What follows belongs to an exercise in optimizing a design on an open flow for a short achievable clock period and few clock cycles; a production flow would make more cautious choices. Only simulation tests tie the RTL to the original design; equivalence was not proved. Power figures rest on the tool's default switching activity, not on a simulated workload.

<file path="design/flow/design.v">
package rrts_pkg;
  localparam int ThreadsDef   = 16;
  localparam int CountBitsDef = 32;
  localparam int ReqW    = 3;
  localparam int TidW    = 4;
  localparam int StatusW = 3;
  localparam int OutCntW = 32;
  typedef logic [ReqW-1:0]    req_t;
  typedef logic [StatusW-1:0] status_t;
  typedef logic [1:0]         mode_t;
  localparam req_t REQ_TICK   = 3'd0;
  localparam req_t REQ_SPAWN  = 3'd1;
  localparam req_t REQ_TERM   = 3'd2;
  localparam req_t REQ_BLOCK  = 3'd3;
  localparam req_t REQ_RESUME = 3'd4;
  localparam req_t REQ_QUERY  = 3'd5;
  localparam status_t ST_OK      = 3'd0;
  localparam status_t ST_INVALID = 3'd1;
  localparam status_t ST_FULL    = 3'd2;
  localparam status_t ST_MAIN    = 3'd3;
  localparam status_t ST_HALT    = 3'd4;
  localparam mode_t MODE_RUN     = 2'd0;
  localparam mode_t MODE_BLOCKED = 2'd1;
  localparam mode_t MODE_READY   = 2'd2;
endpackage
module rrts_ram #(
  parameter int WIDTH = 8,
  parameter int DEPTH = 16
) (
  input  logic                     clk,
  input  logic                     we,
  input  logic [$clog2(DEPTH)-1:0] waddr,
  input  logic [WIDTH-1:0]         wdata,
  input  logic [$clog2(DEPTH)-1:0] raddr,
  output logic [WIDTH-1:0]         rdata
);
  logic [WIDTH-1:0] mem [DEPTH];
  always_ff @(posedge clk) begin
    if (we) begin
      mem[waddr] <= wdata;
    end
    rdata <= mem[raddr];
  end
endmodule
module rrts_alu #(
  parameter int THREADS    = 16,
  parameter int COUNT_BITS = 32
) (
  input  logic [COUNT_BITS-1:0]      cnt_in,
  output logic [COUNT_BITS-1:0]      cnt_bump,
  input  logic [$clog2(THREADS)-1:0] idx_a,
  input  logic [$clog2(THREADS):0]   idx_b,
  output logic [$clog2(THREADS)-1:0] idx_sum
);
  localparam int IdW  = $clog2(THREADS);
  localparam int SumW = IdW + 2;
  logic [SumW-1:0] raw_sum;
  logic [SumW-1:0] wrap_sum;
  assign cnt_bump = (cnt_in == '1) ? cnt_in : cnt_in + COUNT_BITS'(1);
  assign raw_sum  = SumW'(idx_a) + SumW'(idx_b);
  assign wrap_sum = (raw_sum >= SumW'(THREADS)) ? raw_sum - SumW'(THREADS) : raw_sum;
  assign idx_sum  = IdW'(wrap_sum);
endmodule
module round_robin_thread_scheduler_unit #(
  parameter int THREADS    = rrts_pkg::ThreadsDef,
  parameter int COUNT_BITS = rrts_pkg::CountBitsDef
) (
  input  logic                         clk,
  input  logic                         rst_n,
  input  logic                         in_valid,
  output logic                         in_stall,
  input  logic [rrts_pkg::ReqW-1:0]    in_req_type,
  input  logic [rrts_pkg::TidW-1:0]    in_thread_id,
  output logic                         out_valid,
  input  logic                         out_stall,
  output logic [rrts_pkg::StatusW-1:0] out_status,
  output logic [rrts_pkg::TidW-1:0]    out_new_id,
  output logic [rrts_pkg::TidW-1:0]    out_running_id,
  output logic [rrts_pkg::OutCntW-1:0] out_thread_quantums,
  output logic [rrts_pkg::OutCntW-1:0] out_total_quantums
);
  localparam int IdW   = $clog2(THREADS);
  localparam int FillW = IdW + 1;
  localparam int OutW  = rrts_pkg::OutCntW;
  localparam logic [3:0] S_IDLE    = 4'd0;
  localparam logic [3:0] S_DECODE  = 4'd1;
  localparam logic [3:0] S_TICK_WR = 4'd2;
  localparam logic [3:0] S_DISP_RD = 4'd3;
  localparam logic [3:0] S_DISP_WR = 4'd4;
  localparam logic [3:0] S_SCAN    = 4'd5;
  localparam logic [3:0] S_WALK_RD = 4'd6;
  localparam logic [3:0] S_WALK_WR = 4'd7;
  localparam logic [3:0] S_QUERY   = 4'd8;
  localparam logic [3:0] S_DONE    = 4'd9;
  function automatic logic [OutW-1:0] clip_out(input logic [COUNT_BITS-1:0] v);
    logic [COUNT_BITS-1:0] hi;
    hi = v >> OutW;
    if (hi != '0) clip_out = '1;
    else clip_out = OutW'(v);
  endfunction
  logic [3:0]                  state_r, state_nxt;
  rrts_pkg::req_t              req_r, req_nxt;
  logic [rrts_pkg::TidW-1:0]   tid_r, tid_nxt;
  logic [IdW-1:0]              head_r, head_nxt;
  logic [FillW-1:0]            fill_r, fill_nxt;
  logic [IdW-1:0]              cur_r, cur_nxt;
  logic [COUNT_BITS-1:0]       elapsed_r, elapsed_nxt;
  logic [THREADS-1:0]          slot_used_r, slot_used_nxt;
  logic [THREADS-1:0]          cnt_vld_r, cnt_vld_nxt;
  rrts_pkg::mode_t [THREADS-1:0] mode_r;
  rrts_pkg::mode_t [THREADS-1:0] mode_nxt;
  logic [FillW-1:0]            i_r, i_nxt;
  logic [FillW-1:0]            n_r, n_nxt;
  rrts_pkg::status_t           status_r, status_nxt;
  logic [IdW-1:0]              new_id_r, new_id_nxt;
  logic [OutW-1:0]             tq_r, tq_nxt;
  logic                        q_vld_r, q_one_r;
  logic                        out_valid_r, out_valid_nxt;
  rrts_pkg::status_t           out_status_r, out_status_nxt;
  logic [rrts_pkg::TidW-1:0]   out_new_id_r, out_new_id_nxt;
  logic [rrts_pkg::TidW-1:0]   out_running_r, out_running_nxt;
  logic [OutW-1:0]             out_tq_r, out_tq_nxt;
  logic [OutW-1:0]             out_total_r, out_total_nxt;
  logic [IdW-1:0]        t;
  logic                  tid_ok;
  logic [IdW-1:0]        k;
  logic                  f_we;
  logic [IdW-1:0]        f_waddr, f_raddr, f_wdata, f_rdata;
  logic                  q_we;
  logic [IdW-1:0]        q_raddr;
  logic [COUNT_BITS-1:0] q_rdata, qv;
  logic [COUNT_BITS-1:0] alu_cnt_in, cnt_bump;
  logic [IdW-1:0]        alu_idx_a, idx_sum;
  logic [FillW-1:0]      alu_idx_b;
  assign t       = IdW'(tid_r);
  assign tid_ok  = (int'(tid_r) < THREADS) && slot_used_r[t];
  assign k       = i_r[IdW-1:0];
  assign q_raddr = (req_r == rrts_pkg::REQ_QUERY) ? t : cur_r;
  assign qv      = q_vld_r ? q_rdata : (q_one_r ? COUNT_BITS'(1) : '0);
  assign f_waddr = idx_sum;
  assign alu_idx_a = head_r;
  rrts_ram #(.WIDTH(IdW), .DEPTH(THREADS)) u_queue_ram (
    .clk   (clk),
    .we    (f_we),
    .waddr (f_waddr),
    .wdata (f_wdata),
    .raddr (f_raddr),
    .rdata (f_rdata)
  );
  rrts_ram #(.WIDTH(COUNT_BITS), .DEPTH(THREADS)) u_quantum_ram (
    .clk   (clk),
    .we    (q_we),
    .waddr (cur_r),
    .wdata (cnt_bump),
    .raddr (q_raddr),
    .rdata (q_rdata)
  );
  rrts_alu #(.THREADS(THREADS), .COUNT_BITS(COUNT_BITS)) u_alu (
    .cnt_in   (alu_cnt_in),
    .cnt_bump (cnt_bump),
    .idx_a    (alu_idx_a),
    .idx_b    (alu_idx_b),
    .idx_sum  (idx_sum)
  );
  always_comb begin
    state_nxt     = state_r;
    req_nxt       = req_r;
    tid_nxt       = tid_r;
    head_nxt      = head_r;
    fill_nxt      = fill_r;
    cur_nxt       = cur_r;
    elapsed_nxt   = elapsed_r;
    slot_used_nxt = slot_used_r;
    cnt_vld_nxt   = cnt_vld_r;
    mode_nxt      = mode_r;
    i_nxt         = i_r;
    n_nxt         = n_r;
    status_nxt    = status_r;
    new_id_nxt    = new_id_r;
    tq_nxt        = tq_r;
    out_valid_nxt   = out_valid_r && out_stall;
    out_status_nxt  = out_status_r;
    out_new_id_nxt  = out_new_id_r;
    out_running_nxt = out_running_r;
    out_tq_nxt      = out_tq_r;
    out_total_nxt   = out_total_r;
    f_we       = 1'b0;
    f_wdata    = cur_r;
    f_raddr    = head_r;
    q_we       = 1'b0;
    alu_cnt_in = qv;
    alu_idx_b  = fill_r;
    case (state_r)
      S_IDLE: begin
        if (in_valid) begin
          req_nxt    = in_req_type;
          tid_nxt    = in_thread_id;
          status_nxt = rrts_pkg::ST_OK;
          new_id_nxt = '0;
          tq_nxt     = '0;
          state_nxt  = S_DECODE;
        end
      end
      S_DECODE: begin
        state_nxt = S_DONE;
        case (req_r)
          rrts_pkg::REQ_TICK: begin
            alu_cnt_in      = elapsed_r;
            elapsed_nxt     = cnt_bump;
            mode_nxt[cur_r] = rrts_pkg::MODE_READY;
            state_nxt       = S_TICK_WR;
          end
          rrts_pkg::REQ_SPAWN: begin
            i_nxt     = '0;
            state_nxt = S_SCAN;
          end
          rrts_pkg::REQ_TERM: begin
            if (!tid_ok) begin
              status_nxt = rrts_pkg::ST_INVALID;
            end else if (t == '0) begin
              slot_used_nxt = THREADS'(1);
              cnt_vld_nxt   = '0;
              for (int j = 0; j < THREADS; j++) begin
                mode_nxt[j] = rrts_pkg::MODE_READY;
              end
              mode_nxt[0] = rrts_pkg::MODE_RUN;
              head_nxt    = '0;
              fill_nxt    = '0;
              cur_nxt     = '0;
              elapsed_nxt = COUNT_BITS'(1);
              status_nxt  = rrts_pkg::ST_HALT;
            end else begin
              slot_used_nxt[t] = 1'b0;
              cnt_vld_nxt[t]   = 1'b0;
              mode_nxt[t]      = rrts_pkg::MODE_READY;
              if (mode_r[t] == rrts_pkg::MODE_READY) begin
                i_nxt     = '0;
                n_nxt     = '0;
                state_nxt = S_WALK_RD;
              end else if (mode_r[t] == rrts_pkg::MODE_RUN) begin
                state_nxt = S_DISP_RD;
              end
            end
          end
          rrts_pkg::REQ_BLOCK: begin
            if (!tid_ok) begin
              status_nxt = rrts_pkg::ST_INVALID;
            end else if (t == '0) begin
              status_nxt = rrts_pkg::ST_MAIN;
            end else if (mode_r[t] == rrts_pkg::MODE_READY) begin
              mode_nxt[t] = rrts_pkg::MODE_BLOCKED;
              i_nxt       = '0;
              n_nxt       = '0;
              state_nxt   = S_WALK_RD;
            end else if (mode_r[t] == rrts_pkg::MODE_RUN) begin
              mode_nxt[t] = rrts_pkg::MODE_BLOCKED;
              state_nxt   = S_DISP_RD;
            end
          end
          rrts_pkg::REQ_RESUME: begin
            if (!tid_ok) begin
              status_nxt = rrts_pkg::ST_INVALID;
            end else if (mode_r[t] == rrts_pkg::MODE_BLOCKED) begin
              mode_nxt[t] = rrts_pkg::MODE_READY;
              if (fill_r < FillW'(THREADS)) begin
                f_we     = 1'b1;
                f_wdata  = t;
                fill_nxt = fill_r + FillW'(1);
              end
            end
          end
          rrts_pkg::REQ_QUERY: begin
            if (!tid_ok) begin
              status_nxt = rrts_pkg::ST_INVALID;
            end else begin
              state_nxt = S_QUERY;
            end
          end
          default: begin
            state_nxt = S_DONE;
          end
        endcase
      end
      S_TICK_WR: begin
        q_we               = 1'b1;
        cnt_vld_nxt[cur_r] = 1'b1;
        if (fill_r < FillW'(THREADS)) begin
          f_we     = 1'b1;
          f_wdata  = cur_r;
          fill_nxt = fill_r + FillW'(1);
        end
        state_nxt = S_DISP_RD;
      end
      S_DISP_RD: begin
        if (fill_r == '0) begin
          state_nxt = S_DONE;
        end else begin
          alu_idx_b = FillW'(1);
          head_nxt  = idx_sum;
          fill_nxt  = fill_r - FillW'(1);
          state_nxt = S_DISP_WR;
        end
      end
      S_DISP_WR: begin
        cur_nxt           = f_rdata;
        mode_nxt[f_rdata] = rrts_pkg::MODE_RUN;
        state_nxt         = S_DONE;
      end
      S_SCAN: begin
        if (!slot_used_r[k]) begin
          slot_used_nxt[k] = 1'b1;
          cnt_vld_nxt[k]   = 1'b0;
          mode_nxt[k]      = rrts_pkg::MODE_READY;
          new_id_nxt       = k;
          if (fill_r < FillW'(THREADS)) begin
            f_we     = 1'b1;
            f_wdata  = k;
            fill_nxt = fill_r + FillW'(1);
          end
          state_nxt = S_DONE;
        end else if (i_r == FillW'(THREADS - 1)) begin
          status_nxt = rrts_pkg::ST_FULL;
          state_nxt  = S_DONE;
        end else begin
          i_nxt = i_r + FillW'(1);
        end
      end
      S_WALK_RD: begin
        alu_idx_b = i_r;
        if (i_r < fill_r) begin
          f_raddr   = idx_sum;
          state_nxt = S_WALK_WR;
        end else begin
          fill_nxt  = n_r;
          state_nxt = S_DONE;
        end
      end
      S_WALK_WR: begin
        alu_idx_b = n_r;
        if (f_rdata != t) begin
          f_we    = 1'b1;
          f_wdata = f_rdata;
          n_nxt   = n_r + FillW'(1);
        end
        i_nxt     = i_r + FillW'(1);
        state_nxt = S_WALK_RD;
      end
      S_QUERY: begin
        tq_nxt    = clip_out(qv);
        state_nxt = S_DONE;
      end
      S_DONE: begin
        if (!out_valid_r || !out_stall) begin
          out_valid_nxt   = 1'b1;
          out_status_nxt  = status_r;
          out_new_id_nxt  = rrts_pkg::TidW'(new_id_r);
          out_running_nxt = rrts_pkg::TidW'(cur_r);
          out_tq_nxt      = tq_r;
          out_total_nxt   = clip_out(elapsed_r);
          state_nxt       = S_IDLE;
        end
      end
      default: begin
        state_nxt = S_IDLE;
      end
    endcase
  end
  always_ff @(posedge clk) begin
    if (!rst_n) begin
      state_r     <= S_IDLE;
      head_r      <= '0;
      fill_r      <= '0;
      cur_r       <= '0;
      elapsed_r   <= COUNT_BITS'(1);
      slot_used_r <= THREADS'(1);
      cnt_vld_r   <= '0;
      mode_r[0]   <= rrts_pkg::MODE_RUN;
      for (int j = 1; j < THREADS; j++) begin
        mode_r[j] <= rrts_pkg::MODE_READY;
      end
      out_valid_r <= 1'b0;
    end else begin
      state_r     <= state_nxt;
      head_r      <= head_nxt;
      fill_r      <= fill_nxt;
      cur_r       <= cur_nxt;
      elapsed_r   <= elapsed_nxt;
      slot_used_r <= slot_used_nxt;
      cnt_vld_r   <= cnt_vld_nxt;
      mode_r      <= mode_nxt;
      out_valid_r <= out_valid_nxt;
    end
  end
  always_ff @(posedge clk) begin
    req_r         <= req_nxt;
    tid_r         <= tid_nxt;
    i_r           <= i_nxt;
    n_r           <= n_nxt;
    status_r      <= status_nxt;
    new_id_r      <= new_id_nxt;
    tq_r          <= tq_nxt;
    q_vld_r       <= cnt_vld_r[q_raddr];
    q_one_r       <= (q_raddr == '0);
    out_status_r  <= out_status_nxt;
    out_new_id_r  <= out_new_id_nxt;
    out_running_r <= out_running_nxt;
    out_tq_r      <= out_tq_nxt;
    out_total_r   <= out_total_nxt;
  end
  assign in_stall            = (state_r != S_IDLE);
  assign out_valid           = out_valid_r;
  assign out_status          = out_status_r;
  assign out_new_id          = out_new_id_r;
  assign out_running_id      = out_running_r;
  assign out_thread_quantums = out_tq_r;
  assign out_total_quantums  = out_total_r;
endmodule
</file>
<file path="design/flow/run.sh">
#!/bin/bash
# synth_recipe.tcl (not shown) runs the flow's synth.tcl, then flattens the netlist and writes it again
# the make line also repeats each setting of config.mk as NAME=value (left out here)
make -C /OpenROAD-flow-scripts/flow DESIGN_CONFIG=/design/flow/config.mk WORK_HOME=/design/flow/orfs CLKGATE_MAP_FILE= SYNTH_SCRIPT=/design/flow/synth_recipe.tcl finish
</file>
<file path="design/flow/config.mk">
export PLATFORM = sky130hd
export DESIGN_NAME = round_robin_thread_scheduler_unit
export DESIGN_NICKNAME = round_robin_thread_scheduler_unit
export VERILOG_FILES = /design/flow/design.v
export SDC_FILE = /design/flow/constraint.sdc
export NUM_CORES = 4
export LEC_CHECK = 0
export CAP_MARGIN = 20
export CORE_MARGIN = 2
export CORE_UTILIZATION = 40
export PLACE_DENSITY = 0.6
export SLEW_MARGIN = 20
</file>
<file path="design/flow/constraint.sdc">
create_clock -name core_clock -period 6.0 [get_ports {clk}]
set_input_delay 1.2000 -clock core_clock [delete_from_list [all_inputs] [get_ports {clk}]]
set_output_delay 1.2000 -clock core_clock [all_outputs]
set_load 0.01 [all_outputs]
</file>
==> reports/summary.txt <==
Slowest cell on crit path - xor2_1
flop-to-flop setup slack - 1.35 ns
routed vias - 27858
Critical Path AT - 4.99 ns
clock tree buffer depth - 3
post-cts sizing count - 0
post-CTS setup buffer count - 0
XOR/XNOR Fraction of Synth Area - 1.39%
post-DP HPWL - 68400 um
Post-Synth Adder-Cell Area - 1.13%
worst path bufs/invs - 1
global-route wire length before repair - 167000 um
crit-path cells - or4b_4, nor3_4, buf_4, nand2_1, nand2_1, ha_1, nand3_1, or3_1, a211oi_4, a211oi_2, and3_4, xor2_1
post-synthesis async set-or-reset flop share - 0%
Synth Area in Compound Gates - 15.4%
core area - 95200 sq um
Max VDD drop - 0.216 mV
final setup TNS - 0 ns
routability congestion estimate - 0.974
WP data required - 6.34 ns
Hold Vio Cnt, Final - 0
share of post-route cells with drive strength above 1 - 9.10%
Primary FF master, synth - edfxtp_1
Max stage delay on crit path - 0.79 ns
clock slew at reported path FFs - 0.06 ns
critical path class - flop to flop
WHS Path Cells - 0
I/O Buffers - 87
Slew @ Worst Pin - 1.24 ns
synthesized cell area - 38400 sq um
clk latency of the worst-skew pair - 0.68 ns
synth unique cells - 90
clock skew - 0.0348 ns
Syn-to-layout area delta - 14.3%
Synth area leader - edfxtp_1
Die Ht - 314 um
Mapped Avg Cell Area - 11.5 sq um
Starting Density - 40.4%
Layout Nets - 3423
Final Cycle Share - 77.5%
mux share of post-synthesis cell area - 1.84%
final wirelength - 112000 um
flops & latches, synth - 859
Final Critical Period - 4.65 ns
run status - complete, no violations
RSZ-0062 raised after global routing - no
Crit path top cell by count - nand2_1
pwr dens - 304 nW/um^2
Syn Inst Count - 3336
vias in the first global route - 25863
TritonCTS Sinks - 859
largest net degree at the start of global routing - 150
Critical path origin - state_r[2]$_SDFFE_PN0P_
Leakage Power - 0.0147 uW
grt ovf - 0
total track usage - 22.4%
die area - 98600 sq um
Worst R2R Start - state_r[2]$_SDFFE_PN0P_
IO Pins - 88
Post-Route Utilization - 46.2%
syn nets - 3381
top cell type's share of synthesized area - 55.2%
Initial DRT Pass Iterations - 5
Synth area leaders - edfxtp_1 55%, dfxtp_1 7.9%, nand2_1 4.8%, a211oi_1 3.4%, a21oi_1 2.9%
simple-gate area share of the yosys netlist - 14.3%
min-delay worst type - flop to flop
hold endpoint - out_tq_r[10]$_DFFE_PP_
Reg2Reg Depth - 12
Critical Path Sink Type - flop
vias per inst - 5.91
fin. max-slew vios - 0
CTS tree - yes
post-route ant nets - 0
Crit Reg-Reg Endpoint - u_quantum_ram.mem[0][31]$_DFFE_PP_
drt drc - 0
DR iter-0 viols - 3161
Die X - 314 um
synthesis warning total - 3
post-synthesis sequential area ratio - 63.1%
family with the most delay on the worst path - simple AND/OR/NAND/NOR gates
startpoint types - flop
main combinational cell family by area after synthesis - compound AO/OA/AOI/OAI gates
number of synthesized flops with an enable pin - 707
# H-tree levels - 3
worst hold path startpoint - tq_r[10]$_SDFFCE_PN0P_
Routed WL per cell - 23.8 um
Final setup viols - 0
max-cap violations - 0
initial antenna violation count - 0
root buffer cell - clkbuf_16
FP Rows - 113
worst hold margin - 0.417 ns
total CTS buffers - 88
CP Max Fanout - 21
Slew HR - 17.6%
FMAX - 215 MHz
# hold bufs at CTS - 0
through the flow:
stage	power (uW)	cells	worst slack (ns)	area, sq um
final	13300	4717	1.35	43900
after global routing	13800	4716	0.882	43900
after CTS	13400	4716	1.13	43800
after detailed placement	8070	4553	1.16	41000
after global placement	8060	4550	1.32	41000
after floorplan	7580	3336	0.709	38400
routing by layer:
metal / track usage, % / wire (um) / vias to the layer above
met1: 31.9 / 48900 / 13714
met5: 0 / 0 / -
li1: - / - / 12667
met2: 34.3 / 50500 / 1301
met4: 6.10 / 2580 / 0
met3: 5.07 / 10400 / 176
cell usage in the layout, fill, tap and decap left out, types with 11 or more instances in the layout:
master	instances
a211oi_1	176
a21oi_1	218
a22oi_1	12
a311oi_1	66
a31oi_1	101
and2_1	152
and3_1	43
buf_4	77
clkbuf_1	25
clkbuf_16	88
clkdlybuf4s50_1	86
clkinv_2	17
dfxtp_1	151
edfxtp_1	707
ha_1	33
inv_1	47
mux2i_1	29
mux4_2	13
nand2_1	492
nand2b_1	18
nand3_1	101
nand3b_1	11
nand4_1	23
nor2_1	186
nor2_4	16
nor2b_1	19
nor3_1	53
o211ai_1	27
o21ai_0	137
o22ai_1	13
o311ai_0	17
o31ai_1	14
xnor2_1	27
xor2_1	23
where the power goes:
| group | internal [uW] | switching, uW |
|---|---|---|
| clock network | 2980 | 2370 |
| logic | 353 | 849 |
| registers | 6650 | 136 |
synth_stat cells, types with 23 or more instances:
cell      number
ha_1          33
dfxtp_1      152
o211ai_1      27
a311oi_1      66
edfxtp_1     707
nand2_1      492
a31oi_1      101
nor3_1        53
and3_1        43
xor2_1        25
a211oi_1     176
xnor2_1       36
mux2i_1       32
clkbuf_1     187
o21ai_0      137
a21oi_1      223
inv_1         47
nand3_1      101
and2_1       152
nand4_1       23
nor2_1       204
registers in the layout, indices dropped and copies added (netlist names), 5 cells and up:
name	count
elapsed_r	32
out_total_r	32
mode_r	32
fill_r	5
tq_r	32
cnt_vld_r	16
n_r	5
slot_used_r	16
u_quantum_ram.mem	512
out_tq_r	32
i_r	5
u_queue_ram.mem	64
u_quantum_ram.rdata	32
cell families (layout without fill, tap and decap cells):
family	after synthesis	after routing
fa+ha+maj	34	34
compound gates	885	885
buf+inv	273	388
flops	859	859
simple gates	1171	1171
other cells	0	1
mux	53	53
xor+xnor	61	61
worst max-delay path by stage:
stage | to | depth (start not counted)
2_1_floorplan | out_new_id_r[0]$_DFFE_PP_ | 1
3_3_place_gp | u_quantum_ram.mem[0][11]$_DFFE_PP_ | 14
3_5_place_dp | u_quantum_ram.mem[0][11]$_DFFE_PP_ | 14
4_1_cts | u_quantum_ram.mem[3][11]$_DFFE_PP_ | 14
5_1_grt | u_quantum_ram.mem[1][31]$_DFFE_PP_ | 9
6_report | u_quantum_ram.mem[0][31]$_DFFE_PP_ | 12
layout make-up:
cell class / count / area (sq um)
repair buffers: 176 / 1680
diodes: 1 / 2.50
inverters: 49 / 184
clock inverters: 41 / 398
fillers: 8573 / 51200
clock buffers: 122 / 2420
multi-input cells: 2204 / 13400
flip-flops and latches: 859 / 24300
well taps: 1265 / 1580
Testbench counts, summed over its fixed seeds: cycles 61,159.

-- separate check: timing with driven ports --
No port has a modelled driver above. Below, the same layout with a new extraction and two added sets of constraints.
Step 1, drivers: a clkbuf_16 drives clk and a buf_2 each remaining input, both assumed.
Step 2 moves the port delays by t, midway between the first and last clock arrival at a register: inputs arrive t later, outputs are due t later. That takes back most of the time a late clock gives input paths.
a / b / c = no drivers / after step 1 / after step 2; a / b = the first two.
t, ns: 0.726
setup WS [ns]: 1.349 / 1.349 / 1.349
worst hold slack (ns): 0.417 / 0.417 / 0.417
worst register clock-pin slew, ns: 0.07 / 0.07
worst data-port slew with drivers (ns): 0.03
After both steps this run still meets setup and hold. For this run, drivers alone change the setup slack by 0.000 ns; drivers and shift together by 0.000 ns.
